What follows belongs to an exercise in optimizing a design on an open flow for small area; a production flow would make more cautious choices.
The RTL was checked by simulation tests, not by an equivalence proof against the original design.
Power and IR drop assume default switching activity.

$ cat flow/design.v
module pc_ctrl_dmem #(
    parameter int          DEPTH    = 64,
    parameter logic [31:0] PC_RESET = 32'h0000_0000
) (
    input  logic        clock,
    input  logic        reset,
    input  logic [31:0] nextPC,
    output logic [31:0] pc,
    input  logic [5:0]  opcode,
    input  logic [5:0]  funct,
    output logic [2:0]  ALUOp,
    output logic        ALUSrc,
    output logic        RegDst,
    output logic        RegWrite,
    output logic        MemtoReg,
    output logic        MemRead,
    output logic        MemWrite,
    output logic        Branch,
    output logic        Jump,
    input  logic [31:0] Address,
    input  logic [31:0] WriteData,
    output logic [31:0] ReadData
);
    localparam int AW = $clog2(DEPTH);
    logic [31:0]   r_pc;
    logic [31:0]   r_mem [0:DEPTH-1];
    logic [10:0]   w_ctrl;
    logic [AW-1:0] w_index;
    logic [31:0]   w_read_data;
    logic          w_unused_addr;
    assign w_index       = Address[AW+1:2];
    assign w_unused_addr = ^{Address[31:AW+2], Address[1:0]};
    always_ff @(posedge clock or negedge reset) begin
        if (!reset) begin
            r_pc <= PC_RESET;
        end else begin
            r_pc <= nextPC;
        end
    end
    always_comb begin
        w_ctrl = 11'b000_0000_0000;
        case (opcode)
            6'b000000: begin
                if (funct == 6'b001000) begin
                    w_ctrl = 11'b010_0_0_0_0_0_0_0_1;    
                end else begin
                    w_ctrl = 11'b010_0_1_1_0_0_0_0_0;    
                end
            end
            6'b001000: w_ctrl = 11'b000_1_0_1_0_0_0_0_0;  
            6'b001100: w_ctrl = 11'b011_1_0_1_0_0_0_0_0;  
            6'b001101: w_ctrl = 11'b100_1_0_1_0_0_0_0_0;  
            6'b001010: w_ctrl = 11'b101_1_0_1_0_0_0_0_0;  
            6'b100011: w_ctrl = 11'b000_1_0_1_1_1_0_0_0;  
            6'b101011: w_ctrl = 11'b000_1_0_0_0_0_1_0_0;  
            6'b000100: w_ctrl = 11'b001_0_0_0_0_0_0_1_0;  
            6'b000010: w_ctrl = 11'b111_0_0_0_0_0_0_0_1;  
            default:   w_ctrl = 11'b000_0000_0000;
        endcase
    end
    always_ff @(posedge clock or negedge reset) begin
        if (!reset) begin
            for (int i = 0; i < DEPTH; i++) begin
                r_mem[i] <= 32'h0000_0000;
            end
        end else if (w_ctrl[2]) begin
            r_mem[w_index] <= WriteData;
        end else begin
            r_mem[w_index] <= r_mem[w_index];
        end
    end
    always_comb begin
        w_read_data = 32'h0000_0000;
        if (w_ctrl[3]) begin
            w_read_data = r_mem[w_index];
        end else begin
            w_read_data = 32'h0000_0000;
        end
    end
    assign pc       = r_pc;
    assign ALUOp    = w_ctrl[10:8];
    assign ALUSrc   = w_ctrl[7];
    assign RegDst   = w_ctrl[6];
    assign RegWrite = w_ctrl[5];
    assign MemtoReg = w_ctrl[4];
    assign MemRead  = w_ctrl[3];
    assign MemWrite = w_ctrl[2];
    assign Branch   = w_ctrl[1];
    assign Jump     = w_ctrl[0];
    assign ReadData = w_read_data;
endmodule
$ cat flow/run.sh
#!/bin/bash
# synth_recipe.tcl (not shown) runs the flow's synth.tcl, then flattens the netlist and writes it again
# the make line also repeats each setting of config.mk as NAME=value (left out here)
make -C /OpenROAD-flow-scripts/flow DESIGN_CONFIG=/design/flow/config.mk WORK_HOME=/design/flow/orfs CLKGATE_MAP_FILE= SYNTH_SCRIPT=/design/flow/synth_recipe.tcl finish
$ cat flow/config.mk
export PLATFORM = sky130hd
export DESIGN_NAME = pc_ctrl_dmem
export DESIGN_NICKNAME = pc_ctrl_dmem
export VERILOG_FILES = /design/flow/design.v
export SDC_FILE = /design/flow/constraint.sdc
export NUM_CORES = 4
export LEC_CHECK = 0
export CAP_MARGIN = 20
export CORE_MARGIN = 2
export CORE_UTILIZATION = 40
export SLEW_MARGIN = 20
$ cat flow/constraint.sdc
create_clock -name core_clock -period 8.0 [get_ports {clock}]
set_input_delay 1.6000 -clock core_clock [delete_from_list [all_inputs] [get_ports {clock}]]
set_output_delay 1.6000 -clock core_clock [all_outputs]
set_load 0.01 [all_outputs]
==> flow_metrics.py <==
metrics = {
    "hold_path": {
        "hold_class": "reg -> reg",
        "hold_path.startpoint": "r_mem[14][14]$_DFFE_PN0N_",
        "whs_path_depth": 2,
        "worstHoldEndpoint": "r_mem[14][14]$_DFFE_PN0N_",
    },
    "critical_path": {
        "crit_type": "in -> out",
        "crit_path_end_kind": "primary output",
        "r2r_start": "r_mem[21][16]$_DFFE_PN0N_",
        "cp-start-kind": "input port",
        "ff2ff_path_depth": 8,
        "reg2reg_setup_slack_ns": 4.27,
        "crit_path_cell_trace": "buf_4 -> nand2b_1 -> buf_4 -> nor2_2 -> a221o_1 -> or4_1 -> or3_1 -> a211oi_1 -> buf_4 -> nor2_1 -> clkdlybuf4s50_1",
        "cp_slowest_stage_delay_ns": 0.65,
        "cp_max_fo": 29,
        "crit_top_cell": "buf_4",
        "crit_arrival_ns": 5.90,
        "crit_slowest_cell": "or4_1",
        "regToRegEndpoint": "r_mem[60][16]$_DFFE_PN0N_",
        "worstPathRequired_ns": 6.40,
    },
    "power": {
        "p_leak_nw": 46.7,
        "p_clk_share_pct": 45.1,
        "ir_drop_uv": 260,
        "seqPwrFrac_pct": 47.6,
        "sw_frac_of_total_pct": 25.9,
        "power.internal_mw": 17.5,
        "power.combinational.fraction_pct": 7.3,
        "p_switching_mw": 6.09,
        "powerDensity_nw_per_um2": 226,
    },
    "grt": {
        "grt_pass1_wl_um": 567000,
        "grt_max_degree": 169,
        "first_global_vias": 74800,
        "grt_usage_pct": 34.3,
        "overflow": 0,
        "antenna_found_initial": 38,
    },
    "synth": {
        "yosys_warnings": 2,
        "netlist_area_sq_um": 90700,
        "yosysSeqAreaShare_pct": 57.4,
        "syn_nets": 9772,
        "synthDistinctLibCells": 73,
        "ys_seq_elements": 2080,
        "syn_area_per_cell_sq_um": 9.39,
        "synth_ff_type": "dfrtp_1",
        "netlist_instances": 9662,
        "synth-edff-count": 0,
        "ys_async_sr_fraction_pct": 100,
    },
    "placed_design": {
        "place.gp.congestion": 0.929,
        "portBuffers": 158,
        "post-place-ws_ns": 0.777,
        "dp_hpwl_um": 236000,
    },
    "drt": {
        "dr.pass1.iters": 9,
        "finalWirelength_um": 402000,
        "antenna_left": 0,
        "vias": 80300,
        "viasPerCell": 6.34,
        "drt_iter0_drc": 13200,
        "drc": 0,
        "wire_per_inst_um": 31.7,
    },
    "timing": {
        "hold_violations": 0,
        "fin_crit_ns": 7.50,
        "tightest_slew_ns": 1.34,
        "slew_viol_final": 0,
        "fin_ws_ns": 0.504,
        "timing.fmax_mhz": 133,
        "fin_skew_ns": 0.0765,
        "max-slew-margin-rel_pct": 9.50,
        "rsz0062_at_grt": "false",
        "setup_tns_ns": 0,
        "worst_hold_slack_ns": 0.472,
        "period_share_pct": 93.7,
        "setup_viol": 0,
    },
    "outcome": {
        "status": "no timing/DRC/antenna violations",
    },
    "floorplan": {
        "io_pins": 185,
        "rows": 174,
        "die_area_sq_um": 231000,
        "fp.dieW_um": 480,
        "start_util_pct": 40.3,
        "core_sq_um": 225000,
        "die_y_um": 480,
    },
    "cts": {
        "holdBufCountCts": 0,
        "cts_root_buf": "clkbuf_16",
        "numCtsBuffers": 222,
        "h-tree-depth": 4,
        "cts_resized": 0,
        "cts_buffer_depth": 3,
        "cts_tree": "yes",
        "post_cts_buffers": 0,
        "cts_sinks": 2080,
        "insertion_delay_ns": 0.91,
        "cts.clk_slew.worst_paths_ns": 0.05,
    },
    "finish": {
        "final_nets": 9580,
        "syn_to_final_growth_pct": 14.9,
        "drive_gt1_share_pct": 11.1,
        "n_fill_cell": 21100,
    },
    "flow_run": {
        "maxCapViolCount": 0,
    },
}
## power by group through the flow
| stage | clock (mW) | sequential, mW | combinational (mW) |
|---|---|---|---|
| 2_1_floorplan | 0 | 11.3 | 0.796 |
| 3_3_place_gp | 0 | 11.4 | 1.62 |
| 3_5_place_dp | 0 | 11.4 | 1.66 |
| 4_1_cts | 10.7 | 11.2 | 1.67 |
| 5_1_grt | 11.1 | 11.2 | 1.83 |
| 6_report | 10.6 | 11.2 | 1.71 |
## worst max-delay path by stage
stage | slack [ns] | startpoint | end
after floorplan | 2.65 | Address[3] | ReadData[18]
after global placement | 0.76 | Address[5] | ReadData[16]
after detailed placement | 0.78 | Address[5] | ReadData[16]
after CTS | 0.77 | Address[5] | ReadData[16]
after global routing | 0.56 | Address[2] | ReadData[26]
final | 0.50 | Address[2] | ReadData[26]
## cells in the final DEF (no fill, tap or decap), drive strengths merged, types with 44 or more instances in the layout
cell type / Yosys / layout
a2111oi: 96 / 96
a21oi: 53 / 53
a22oi: 120 / 120
and3: 335 / 335
and3b: 44 / 44
buf: 228 / 386
clkbuf: 725 / 339
clkdlybuf4s50: 0 / 151
clkinv: 0 / 53
dfrtp: 2080 / 2080
mux2: 104 / 104
mux2i: 71 / 71
nand2: 2102 / 2102
nand3: 831 / 831
nand4: 255 / 255
nor2: 97 / 97
nor4: 63 / 63
o21ai: 2050 / 2050
## cells in the mapped netlist, drive strengths merged, types with 12 or more instances
library cell  instances  area (sq um)
nand2              2102          7890
dfrtp              2080         52000
o21ai              2050         10500
nand3               831          4160
clkbuf              725          2720
and3                335          2100
nand4               255          1600
buf                 228          1200
a22oi               120           901
mux2                104          1170
nor2                 97           367
a2111oi              96           841
mux2i                71           711
nor4                 63           394
a21oi                53           265
and3b                44           385
a22o                 34           298
o22ai                30           288
or4                  27           206
nand3b               26           195
nor3                 26           130
and4                 25           219
a32oi                17           149
a2111o               16           180
a221oi               14           123
a221o                13           130
a2bb2oi              12           105
nand4b               12           111
or3                  12          75.1
## cells by family after synthesis
logic type,after synthesis,synth area share (%)
AND/OR/NAND/NOR,3932,20.4
AO/OA/AOI/OAI,2512,15.8
flip-flops,2080,57.4
buffers and inverters,962,4.37
multiplexers,175,2.07
XOR/XNOR,1,0.00966
## critical path, delay by kind of cell
kind	cells	cell delay, ns
AOI/OAI and AO/OA	2	0.67
buffers and inverters	4	1.57
and+or+nand+nor	5	1.99
## area by class of cell
type                            instances  area, sq um  area share (%)
Timing Repair Buffer                  537         5080            4.88
Sequential cell                      2080        52000            49.9
Inverter                                9         33.8          0.0324
Clock inverter                         70          761           0.730
Multi-Input combinational cell       6620        35800            34.3
Clock buffer                          339         6750            6.48
Tap cell                             2992         3740            3.59
Antenna cell                           20         50.0          0.0480
## layer usage
metal	up-vias	track usage, %	share of wire [%]
li1	33600	-	-
met1	39600	44.9	38
met2	5591	50.0	42
met3	1484	8.89	12
met4	18	22.7	8.0
met5	-	0	0.032
## sequential cells by signal, summed over array words and instances, names as in the netlist
register	flops
r_mem	2048
r_pc	32
## metrics by stage
step	util, %	area [sq um]	std cells	power [mW]
floorplan	-	90700	9662	12.1
global placement	42.9	96500	12200	13.0
detailed placement	42.9	96600	12200	13.0
CTS	46.2	104000	12600	23.5
global route	46.3	104000	12700	24.2
finish	46.3	104000	12700	23.5

==> port drivers added, routing unchanged <==
The results above use ideal ports. As a check the final layout listed here was re-extracted and re-timed, cells and wires unchanged.
Step 1: set_driving_cell puts a clkbuf_16 on clock and a buf_2 on each other input, an assumption about the parent block.
Step 2 adds t to the input delays and takes it off the output delays; t is the mean of the earliest and latest rising clock arrival at the registers after step 1. Input paths then give back, and output paths get back, about the clock's delay inside the block.
a / b / c = no drivers / after step 1 / after step 2; a / b = the first two.
t, ns: 0.963
slack for setup (ns): 0.504 / 0.467 / 0.467
hold WS [ns]: 0.472 / 0.472 / 0.472
worst setup path after step 2: input to output
After both steps setup and hold are still met in this run. For this run, drivers alone change the setup slack by -0.037 ns; drivers and shift together by -0.037 ns.
